Context: an optimization exercise on an open-source flow, tuned for a short achievable clock period and few clock cycles. The choices shown serve that exercise and are no tape-out recipe.
The RTL was checked by simulation tests, not by an equivalence proof against the original design.

$ cat constraint.sdc
create_clock -name core_clock -period 13.0 [get_ports {clk}]
set_input_delay 2.6000 -clock core_clock [delete_from_list [all_inputs] [get_ports {clk}]]
set_output_delay 2.6000 -clock core_clock [all_outputs]
set_load 0.01 [all_outputs]
$ cat run.sh
#!/bin/bash
# synth_recipe.tcl (not shown) runs the flow's synth.tcl, then flattens the netlist and writes it again
# the make line also repeats each setting of config.mk as NAME=value (left out here)
make -C /OpenROAD-flow-scripts/flow DESIGN_CONFIG=/design/flow/config.mk WORK_HOME=/design/flow/orfs CLKGATE_MAP_FILE= SYNTH_SCRIPT=/design/flow/synth_recipe.tcl finish
$ cat config.mk
export PLATFORM = sky130hd
export DESIGN_NAME = aluExecTop
export DESIGN_NICKNAME = aluExecTop
export VERILOG_FILES = /design/flow/design.v
export SDC_FILE = /design/flow/constraint.sdc
export NUM_CORES = 4
export LEC_CHECK = 0
export CAP_MARGIN = 20
export CORE_MARGIN = 2
export CORE_UTILIZATION = 30
export SLEW_MARGIN = 20
$ cat design.v
`default_nettype none
package aluPkg;
    typedef enum logic [3:0] {
        ADD  = 4'b0000,
        SUB  = 4'b0001,
        MUL  = 4'b0010,
        OR   = 4'b0011,
        AND  = 4'b0100,
        XOR  = 4'b0101,
        MOVI = 4'b0110,
        MOV  = 4'b0111,
        LSR  = 4'b1000,
        LSL  = 4'b1001,
        ROR  = 4'b1010,
        CMP  = 4'b1011
    } opcodeE;
    typedef enum logic [3:0] {
        AL = 4'b0000,
        EQ = 4'b0001,
        GT = 4'b0010,
        LT = 4'b0011,
        GE = 4'b0100,
        LE = 4'b0101,
        HI = 4'b0110,
        CC = 4'b0111,
        CS = 4'b1000
    } condE;
    typedef struct packed {
        logic n;
        logic z;
        logic c;
        logic v;
    } flagsT;
    typedef struct packed {
        condE       cond;
        opcodeE     opcode;
        logic [3:0] rd;
        logic [3:0] rn;
        logic [3:0] rm;
        logic       setFlags;
        logic [5:0] spare;
        logic [4:0] shamt;
    } issueOpT;
    localparam logic [7:0] ADDR_INSTR    = 8'h00;
    localparam logic [7:0] ADDR_STATUS   = 8'h04;
    localparam logic [7:0] ADDR_FLAGS    = 8'h08;
    localparam logic [7:0] ADDR_RETIRED  = 8'h0C;
    localparam logic [7:0] ADDR_REG_BASE = 8'h40;
endpackage
`default_nettype wire
`default_nettype none
module apbIssue #(
    parameter int DEPTH = 4
) (
    input  wire logic                         clk,
    input  wire logic                         rstN,
    input  wire logic                         PSEL,
    input  wire logic                         PENABLE,
    input  wire logic                         PWRITE,
    input  wire logic [7:0]                   PADDR,
    input  wire logic [31:0]                  PWDATA,
    output logic      [31:0]                  PRDATA,
    output logic                              PREADY,
    output logic                              PSLVERR,
    output logic                              pushValid,
    input  wire logic                         pushReady,
    output aluPkg::issueOpT                   pushData,
    input  wire logic [$clog2(DEPTH+1)-1:0]   fifoCount,
    input  wire logic                         fifoEmpty,
    input  aluPkg::flagsT                     flagsIn,
    output logic                              flagsWe,
    output aluPkg::flagsT                     flagsWdata,
    input  wire logic [31:0]                  retired,
    output logic [3:0]                        hostRaddrA,
    input  wire logic [31:0]                  hostRdataA,
    output logic                              hostWe,
    output logic [3:0]                        hostWaddr,
    output logic [31:0]                       hostWdata
);
    logic       setupDone;
    logic       access;
    logic       wrAccess;
    logic       isInstr;
    logic       isStatus;
    logic       isFlags;
    logic       isRetired;
    logic       isReg;
    logic [3:0] regIdx;
    assign isInstr   = (PADDR == aluPkg::ADDR_INSTR);
    assign isStatus  = (PADDR == aluPkg::ADDR_STATUS);
    assign isFlags   = (PADDR == aluPkg::ADDR_FLAGS);
    assign isRetired = (PADDR == aluPkg::ADDR_RETIRED);
    assign isReg     = (PADDR[7:6] == aluPkg::ADDR_REG_BASE[7:6]) && (PADDR[1:0] == 2'b00);
    assign regIdx    = PADDR[5:2];
    always_ff @(posedge clk)
    begin
        if (!rstN)
            setupDone <= 1'b0;
        else if (PSEL && !PENABLE)
            setupDone <= 1'b1;
        else if (access && PREADY)
            setupDone <= 1'b0;
    end
    assign access   = PSEL && PENABLE && setupDone;
    assign wrAccess = access && PWRITE;
    always_comb
    begin
        PREADY = 1'b1;
        if (PSEL && PWRITE)
        begin
            if (isInstr && !pushReady)
                PREADY = 1'b0;
            else if ((isFlags || isReg) && !fifoEmpty)
                PREADY = 1'b0;
        end
    end
    assign PSLVERR = 1'b0;
    assign pushValid = wrAccess && isInstr;
    assign pushData  = aluPkg::issueOpT'(PWDATA);
    assign flagsWe    = wrAccess && isFlags && fifoEmpty;
    assign flagsWdata = aluPkg::flagsT'(PWDATA[3:0]);
    assign hostRaddrA = regIdx;
    assign hostWe     = wrAccess && isReg && fifoEmpty;
    assign hostWaddr  = regIdx;
    assign hostWdata  = PWDATA;
    always_comb
    begin
        PRDATA = '0;
        if (isStatus)
            PRDATA[7:0] = 8'(fifoCount);
        else if (isFlags)
            PRDATA[3:0] = flagsIn;
        else if (isRetired)
            PRDATA = retired;
        else if (isReg)
            PRDATA = hostRdataA;
    end
endmodule
`default_nettype wire
`default_nettype none
module opFifo #(
    parameter int  DEPTH    = 4,
    parameter int  WIDTH    = 32
) (
    input  wire logic                       clk,
    input  wire logic                       rstN,
    input  wire logic                       pushValid,
    output logic                            pushReady,
    input  wire logic [WIDTH-1:0]           pushData,
    output logic                            popValid,
    input  wire logic                       popReady,
    output logic      [WIDTH-1:0]           popData,
    output logic [$clog2(DEPTH+1)-1:0]      count,
    output logic                            empty
);
    localparam int PTR_W = (DEPTH > 1) ? $clog2(DEPTH) : 1;
    logic [WIDTH-1:0] mem [DEPTH];
    logic [PTR_W-1:0] wrPtr;
    logic [PTR_W-1:0] rdPtr;
    logic             doPush;
    logic             doPop;
    assign doPush = pushValid && pushReady;
    assign doPop  = popValid && popReady;
    always_ff @(posedge clk)
    begin
        if (doPush)
            mem[wrPtr] <= pushData;
    end
    always_ff @(posedge clk)
    begin
        if (!rstN)
        begin
            wrPtr <= '0;
            rdPtr <= '0;
            count <= '0;
        end
        else
        begin
            if (doPush)
                wrPtr <= (wrPtr == PTR_W'(DEPTH - 1)) ? '0 : wrPtr + 1'b1;
            if (doPop)
                rdPtr <= (rdPtr == PTR_W'(DEPTH - 1)) ? '0 : rdPtr + 1'b1;
            if (doPush && !doPop)
                count <= count + 1'b1;
            else if (doPop && !doPush)
                count <= count - 1'b1;
        end
    end
    assign empty     = (count == '0);
    assign pushReady = (count != ($clog2(DEPTH+1))'(DEPTH));
    assign popValid  = !empty;
    assign popData   = mem[rdPtr];
endmodule
`default_nettype wire
`default_nettype none
module regFile (
    input  wire logic clk,
    input  wire logic rstN,
    input  wire logic [3:0]  execRaddrA,
    input  wire logic [3:0]  execRaddrB,
    output logic      [31:0] execRdataA,
    output logic      [31:0] execRdataB,
    input  wire logic        execWe,
    input  wire logic [3:0]  execWaddr,
    input  wire logic [31:0] execWdata,
    input  wire logic [3:0]  hostRaddrA,
    output logic      [31:0] hostRdataA,
    input  wire logic        hostWe,
    input  wire logic [3:0]  hostWaddr,
    input  wire logic [31:0] hostWdata
);
    logic [31:0] regs [16];
    always_ff @(posedge clk)
    begin
        if (!rstN)
        begin
            for (int i = 0; i < 16; i++)
                regs[i] <= '0;
        end
        else if (execWe)
            regs[execWaddr] <= execWdata;
        else if (hostWe)
            regs[hostWaddr] <= hostWdata;
    end
    assign execRdataA = regs[execRaddrA];
    assign execRdataB = regs[execRaddrB];
    assign hostRdataA = regs[hostRaddrA];
endmodule
`default_nettype wire
`default_nettype none
module aluCore (
    input  aluPkg::opcodeE   opcode,
    input  wire logic [31:0] rnVal,
    input  wire logic [31:0] rmVal,
    input  wire logic [15:0] imm16,
    input  wire logic [4:0]  shamt,
    input  aluPkg::flagsT    flagsIn,
    output logic [31:0]      result,
    output aluPkg::flagsT    flagsOut,
    output logic             writesRd
);
    logic [32:0] sum;
    logic [32:0] diff;
    logic        addOvf;
    logic        subOvf;
    logic [32:0] lsrWide;
    logic [32:0] lslWide;
    logic [63:0] rorWide;
    logic        setNz;
    assign sum  = {1'b0, rnVal} + {1'b0, rmVal};
    assign diff = {1'b0, rnVal} - {1'b0, rmVal};
    assign addOvf = (rnVal[31] == rmVal[31]) && (sum[31] != rnVal[31]);
    assign subOvf = (rnVal[31] != rmVal[31]) && (diff[31] != rnVal[31]);
    assign lsrWide = {rmVal, 1'b0} >> shamt;
    assign lslWide = {1'b0, rmVal} << shamt;
    assign rorWide = {rmVal, rmVal} >> shamt;
    always_comb
    begin
        result   = '0;
        flagsOut = flagsIn;
        writesRd = 1'b1;
        setNz    = 1'b1;
        case (opcode)
            aluPkg::ADD:
            begin
                result     = sum[31:0];
                flagsOut.c = sum[32];
                flagsOut.v = addOvf;
            end
            aluPkg::SUB, aluPkg::CMP:
            begin
                result     = diff[31:0];
                flagsOut.c = !diff[32];
                flagsOut.v = subOvf;
                writesRd   = (opcode != aluPkg::CMP);
            end
            aluPkg::MUL:
                result = rnVal * rmVal;
            aluPkg::OR:
                result = rnVal | rmVal;
            aluPkg::AND:
                result = rnVal & rmVal;
            aluPkg::XOR:
                result = rnVal ^ rmVal;
            aluPkg::MOVI:
            begin
                result = {16'h0000, imm16};
                setNz  = 1'b0;
            end
            aluPkg::MOV:
            begin
                result = rmVal;
                setNz  = 1'b0;
            end
            aluPkg::LSR:
            begin
                result = lsrWide[32:1];
                if (shamt != '0)
                    flagsOut.c = lsrWide[0];
            end
            aluPkg::LSL:
            begin
                result = lslWide[31:0];
                if (shamt != '0)
                    flagsOut.c = lslWide[32];
            end
            aluPkg::ROR:
            begin
                result = rorWide[31:0];
                if (shamt != '0)
                    flagsOut.c = rorWide[31];
            end
            default:
            begin
                writesRd = 1'b0;
                setNz    = 1'b0;
            end
        endcase
        if (setNz)
        begin
            flagsOut.n = result[31];
            flagsOut.z = (result == '0);
        end
    end
endmodule
`default_nettype wire
`default_nettype none
module execUnit (
    input  wire logic             clk,
    input  wire logic             rstN,
    input  wire logic             popValid,
    output logic                  popReady,
    input  aluPkg::issueOpT       popData,
    output logic [3:0]            execRaddrA,
    output logic [3:0]            execRaddrB,
    input  wire logic [31:0]      execRdataA,
    input  wire logic [31:0]      execRdataB,
    output logic                  execWe,
    output logic [3:0]            execWaddr,
    output logic [31:0]           execWdata,
    input  wire logic             flagsWe,
    input  aluPkg::flagsT         flagsWdata,
    output aluPkg::flagsT         flags,
    output logic [31:0]           retired
);
    logic          condPass;
    logic          reserved;
    logic          fire;
    logic [31:0]   aluResult;
    aluPkg::flagsT aluFlags;
    logic          writesRd;
    assign popReady = popValid;
    assign execRaddrA = popData.rn;
    assign execRaddrB = popData.rm;
    aluCore u_aluCore (
        .opcode   (popData.opcode),
        .rnVal    (execRdataA),
        .rmVal    (execRdataB),
        .imm16    (popData[15:0]),
        .shamt    (popData.shamt),
        .flagsIn  (flags),
        .result   (aluResult),
        .flagsOut (aluFlags),
        .writesRd (writesRd)
    );
    always_comb
    begin
        case (popData.cond)
            aluPkg::AL: condPass = 1'b1;
            aluPkg::EQ: condPass = flags.z;
            aluPkg::GT: condPass = !flags.z && (flags.n == flags.v);
            aluPkg::LT: condPass = (flags.n != flags.v);
            aluPkg::GE: condPass = (flags.n == flags.v);
            aluPkg::LE: condPass = flags.z || (flags.n != flags.v);
            aluPkg::HI: condPass = flags.c && !flags.z;
            aluPkg::CC: condPass = !flags.c;
            aluPkg::CS: condPass = flags.c;
            default:    condPass = 1'b0;
        endcase
    end
    assign reserved = (popData.opcode[3:2] == 2'b11);
    assign fire     = popValid && condPass;
    assign execWe    = fire && writesRd;
    assign execWaddr = popData.rd;
    assign execWdata = aluResult;
    always_ff @(posedge clk)
    begin
        if (!rstN)
        begin
            flags   <= '0;
            retired <= '0;
        end
        else
        begin
            if (flagsWe)
                flags <= flagsWdata;
            if (fire && (popData.setFlags || popData.opcode == aluPkg::CMP))
                flags <= aluFlags;
            if (fire && !reserved)
                retired <= retired + 32'd1;
        end
    end
endmodule
`default_nettype wire
`default_nettype none
module aluExecTop #(
    parameter int FIFO_DEPTH = 4
) (
    input  wire logic        clk,
    input  wire logic        rstN,
    input  wire logic        PSEL,
    input  wire logic        PENABLE,
    input  wire logic        PWRITE,
    input  wire logic [7:0]  PADDR,
    input  wire logic [31:0] PWDATA,
    output logic      [31:0] PRDATA,
    output logic             PREADY,
    output logic             PSLVERR
);
    localparam int CNT_W = $clog2(FIFO_DEPTH + 1);
    logic            pushValid;
    logic            pushReady;
    aluPkg::issueOpT pushData;
    logic            popValid;
    logic            popReady;
    aluPkg::issueOpT popData;
    logic [CNT_W-1:0] fifoCount;
    logic            fifoEmpty;
    aluPkg::flagsT   flags;
    aluPkg::flagsT   flagsWdata;
    logic            flagsWe;
    logic [31:0]     retired;
    logic [3:0]      execRaddrA;
    logic [3:0]      execRaddrB;
    logic [31:0]     execRdataA;
    logic [31:0]     execRdataB;
    logic            execWe;
    logic [3:0]      execWaddr;
    logic [31:0]     execWdata;
    logic [3:0]      hostRaddrA;
    logic [31:0]     hostRdataA;
    logic            hostWe;
    logic [3:0]      hostWaddr;
    logic [31:0]     hostWdata;
    apbIssue #(
        .DEPTH (FIFO_DEPTH)
    ) u_apbIssue (
        .clk        (clk),
        .rstN       (rstN),
        .PSEL       (PSEL),
        .PENABLE    (PENABLE),
        .PWRITE     (PWRITE),
        .PADDR      (PADDR),
        .PWDATA     (PWDATA),
        .PRDATA     (PRDATA),
        .PREADY     (PREADY),
        .PSLVERR    (PSLVERR),
        .pushValid  (pushValid),
        .pushReady  (pushReady),
        .pushData   (pushData),
        .fifoCount  (fifoCount),
        .fifoEmpty  (fifoEmpty),
        .flagsIn    (flags),
        .flagsWe    (flagsWe),
        .flagsWdata (flagsWdata),
        .retired    (retired),
        .hostRaddrA (hostRaddrA),
        .hostRdataA (hostRdataA),
        .hostWe     (hostWe),
        .hostWaddr  (hostWaddr),
        .hostWdata  (hostWdata)
    );
    opFifo #(
        .DEPTH    (FIFO_DEPTH),
        .WIDTH    (32)
    ) u_opFifo (
        .clk       (clk),
        .rstN      (rstN),
        .pushValid (pushValid),
        .pushReady (pushReady),
        .pushData  (pushData),
        .popValid  (popValid),
        .popReady  (popReady),
        .popData   (popData),
        .count     (fifoCount),
        .empty     (fifoEmpty)
    );
    regFile u_regFile (
        .clk      (clk),
        .rstN     (rstN),
        .execRaddrA (execRaddrA),
        .execRaddrB (execRaddrB),
        .execRdataA (execRdataA),
        .execRdataB (execRdataB),
        .execWe     (execWe),
        .execWaddr  (execWaddr),
        .execWdata  (execWdata),
        .hostRaddrA (hostRaddrA),
        .hostRdataA (hostRdataA),
        .hostWe     (hostWe),
        .hostWaddr  (hostWaddr),
        .hostWdata  (hostWdata)
    );
    execUnit u_execUnit (
        .clk        (clk),
        .rstN       (rstN),
        .popValid   (popValid),
        .popReady   (popReady),
        .popData    (popData),
        .execRaddrA (execRaddrA),
        .execRaddrB (execRaddrB),
        .execRdataA (execRdataA),
        .execRdataB (execRdataB),
        .execWe     (execWe),
        .execWaddr  (execWaddr),
        .execWdata  (execWdata),
        .flagsWe    (flagsWe),
        .flagsWdata (flagsWdata),
        .flags      (flags),
        .retired    (retired)
    );
endmodule
`default_nettype wire
==> results.json <==
{
  "skew_ns": 0.0382,
  "grt_max_degree": 77,
  "drtIter0Drc": 9146,
  "yosysSeqAreaShare_pct": 31.3,
  "status": "no timing/DRC/antenna violations",
  "finalSetupTns_ns": 0,
  "worst_slew_margin_rel_pct": 6.52,
  "initial_core_util_pct": 30.2,
  "synthFlopType": "edfxtp_1",
  "synth_cells": 6346,
  "final_hold_viol_count": 0,
  "netlist.area_leader.share_pct": 29.9,
  "ys_ff_latch": 686,
  "num_vias": 57600,
  "drive_gt1_share_pct": 13.6,
  "yosysTopAreaCell": "edfxtp_1",
  "maxSlewViolCount": 0,
  "drv_cap": 0,
  "antenna_found_initial": 18,
  "cts_resized": 0,
  "synth_cell_types": 85,
  "post-cts-setup-buffer-count": 0,
  "syn_to_final_growth_pct": 12.1,
  "cts_htree_levels": 3,
  "crit_fanout": 39,
  "grt_overflow": 0,
  "clk_pin_slew_ns": 0.06,
  "synthTopCellsByArea": "edfxtp_1, fa_1, mux4_2",
  "synth_nets": 7027,
  "crit_arrival_ns": 12.26,
  "drc": 0,
  "cp-start-kind": "flop",
  "dp_hpwl_mm": 232,
  "hold_class": "reg -> reg",
  "slowest_delay_ns": 1.02,
  "worstMarginPinSlew_ns": 1.39,
  "vias_per_cell": 6.23,
  "clk_latency_ns": 0.72,
  "final.period_utilization_pct": 91.0,
  "cts_tree": "done",
  "synth-edff-count": 640,
  "wl_per_cell_um": 34.8,
  "boundaryPins": 79,
  "cp_common_cell": "fa_1",
  "fmax_mhz": 84.5,
  "die_h_um": 467,
  "fin_nets": 7036,
  "rows": 169,
  "dpl_cell_area_mm2": 0.0695,
  "cts_made_buffers": 77,
  "critPathSlowestCell": "mux4_4",
  "grt_usage_pct": 28.8,
  "io_buffers": 77,
  "die_w_um": 467,
  "setup_viol": 0,
  "async_flop_share_pct": 0,
  "dieArea_mm2": 0.218,
  "yosysWarnings": 5,
  "critical_path_class": "reg -> reg",
  "final_antenna_net_count": 0,
  "cts_buffer_depth": 3,
  "critPathRequiredTime_ns": 13.43,
  "dp.cells": 9096,
  "cts.sinks": 686,
  "dr.pass1.iters": 7,
  "post-route-cell-area_mm2": 0.0720,
  "grt_pass1_vias": 57000,
  "finalNonFillerCells": 9242,
  "finalCriticalPeriod_ns": 11.83,
  "hold_buffers": 0,
  "root_buffer": "clkbuf_16",
  "core_area_mm2": 0.213,
  "routed_wirelength_mm": 322,
  "end_kind": "flop",
  "syn_area_mm2": 0.0643,
  "avgSynthCellArea_um2": 10.1,
  "gp_congestion": 1.06,
  "rsz0062_at_grt": "false",
  "grt_first_pass_wirelength_mm": 444
}
[layout make-up]
type / count / area [µm²]
Inverter: 407 / 1530
Clock inverter: 44 / 353
Sequential cell: 686 / 20100
Multi-Input combinational cell: 4776 / 40900
Timing Repair Buffer: 407 / 3400
Clock buffer: 98 / 2110
Antenna cell: 3 / 7.51
Tap cell: 2821 / 3530
Fill cell: 21400 / 141000
[synth_stat cells, types with 115 or more instances]
cell type / number
fa_1: 410
a22oi_1: 197
nor3_1: 115
a21oi_1: 229
mux4_2: 264
nor2_1: 831
edfxtp_1: 640
inv_1: 386
mux2i_1: 503
clkbuf_1: 307
nor2b_1: 137
ha_1: 226
nand2_1: 690
o21ai_0: 163
[routing by layer]
layer  global-route usage, %  wire, µm  vias up
li1                        -         -    23000
met1                    36.5    120000    29100
met2                    42.5    136000     4413
met3                    8.61     40700     1045
met4                    19.1     25800       16
met5                       0       104        -
[flip-flops by register name, indices dropped and copies added (netlist names), named ones only]
signal                count
u_regFile.regs          512
u_opFifo.count            3
u_execUnit.flags          4
u_execUnit.retired       32
u_apbIssue.setupDone      1
u_opFifo.wrPtr            2
u_opFifo.mem            128
u_opFifo.rdPtr            2
[stage by stage]
stage	hold slack (ns)	setup slack [ns]	utilization (%)
CTS	0.502	1.41	33.9
detailed placement	0.489	1.44	32.7
global route	0.552	0.841	33.9
global placement	0.479	1.50	32.7
floorplan	0.455	2.57	-
finish	0.498	1.17	33.9
[cells by family (layout without fill, tap and decap cells)]
logic type | count (synthesis) | after routing | synth area share (%)
compound gates | 1146 | 1146 | 12.4
xor+xnor | 125 | 125 | 1.83
flops | 686 | 686 | 31.3
mux | 830 | 830 | 18.2
buf+inv | 884 | 956 | 5.50
fa+ha+maj | 636 | 636 | 17.2
simple gates | 2038 | 2038 | 13.6
other cells | 1 | 4 | 0.00584
[layout by cell type (no fill, tap or decap), types with 73 or more instances in the layout]
cell	n
nand3_1	84
a21oi_1	224
inv_1	386
nand2_1	658
mux2i_1	497
o211ai_1	89
buf_4	317
clkbuf_16	79
nor2b_1	135
ha_1	226
xnor2_1	81
clkdlybuf4s50_1	73
a22oi_1	197
edfxtp_1	640
nor2_1	822
fa_1	410
mux4_2	259
nor3_1	113
o21ai_0	158
[worst max-delay path, delay by kind of cell (launching register included)]
kind	cells	cell delay (ns)
XOR/XNOR	10	2.07
buffers and inverters	4	1.35
AND/OR/NAND/NOR	5	1.34
AO/OA/AOI/OAI	4	1.44
flip-flops	1	0.46
multiplexers	1	1.02
adder cells (fa/ha/maj)	8	3.76
[final timing paths]
path                                     start                                  end  slack, ns  cells past startpoint
min reg2reg  u_apbIssue.setupDone$_SDFFE_PN0P_    u_apbIssue.setupDone$_SDFFE_PN0P_       0.50                      2
min          u_apbIssue.setupDone$_SDFFE_PN0P_    u_apbIssue.setupDone$_SDFFE_PN0P_       0.50                      2
max                                       flop  u_regFile.regs[3][31]$_SDFFCE_PN0P_       1.17                     32
max reg2reg                               flop  u_regFile.regs[3][31]$_SDFFCE_PN0P_       1.17                     32
Testbench counts, summed over its fixed seeds: cycles 64,296.

==> static timing again, ports no longer ideal <==
The flow's constraints put no driver on any port. The routed layout listed below was extracted and timed again, unchanged, in two steps. Step 1, drivers: a clkbuf_16 drives clk and a buf_2 each remaining input, both assumed. Step 2 adds t to the input delays and takes it off the output delays; t is the mean of the earliest and latest rising clock arrival at the registers after step 1. Input paths then give back, and output paths get back, about the clock's delay inside the block. Three values: no drivers, after step 1, after step 2; two values: the first two.
t, ns: 0.790
slack for setup (ns): 1.172 / 1.172 / 1.172
worst setup path after step 2: register to register
clock arrival spread, ns: 0.038 / 0.038
worst data-port slew with drivers (ns): 0.11
After both steps setup and hold are still met in this run. The setup slack of this run moves by 0.000 ns with the drivers and by 0.000 ns with both steps.
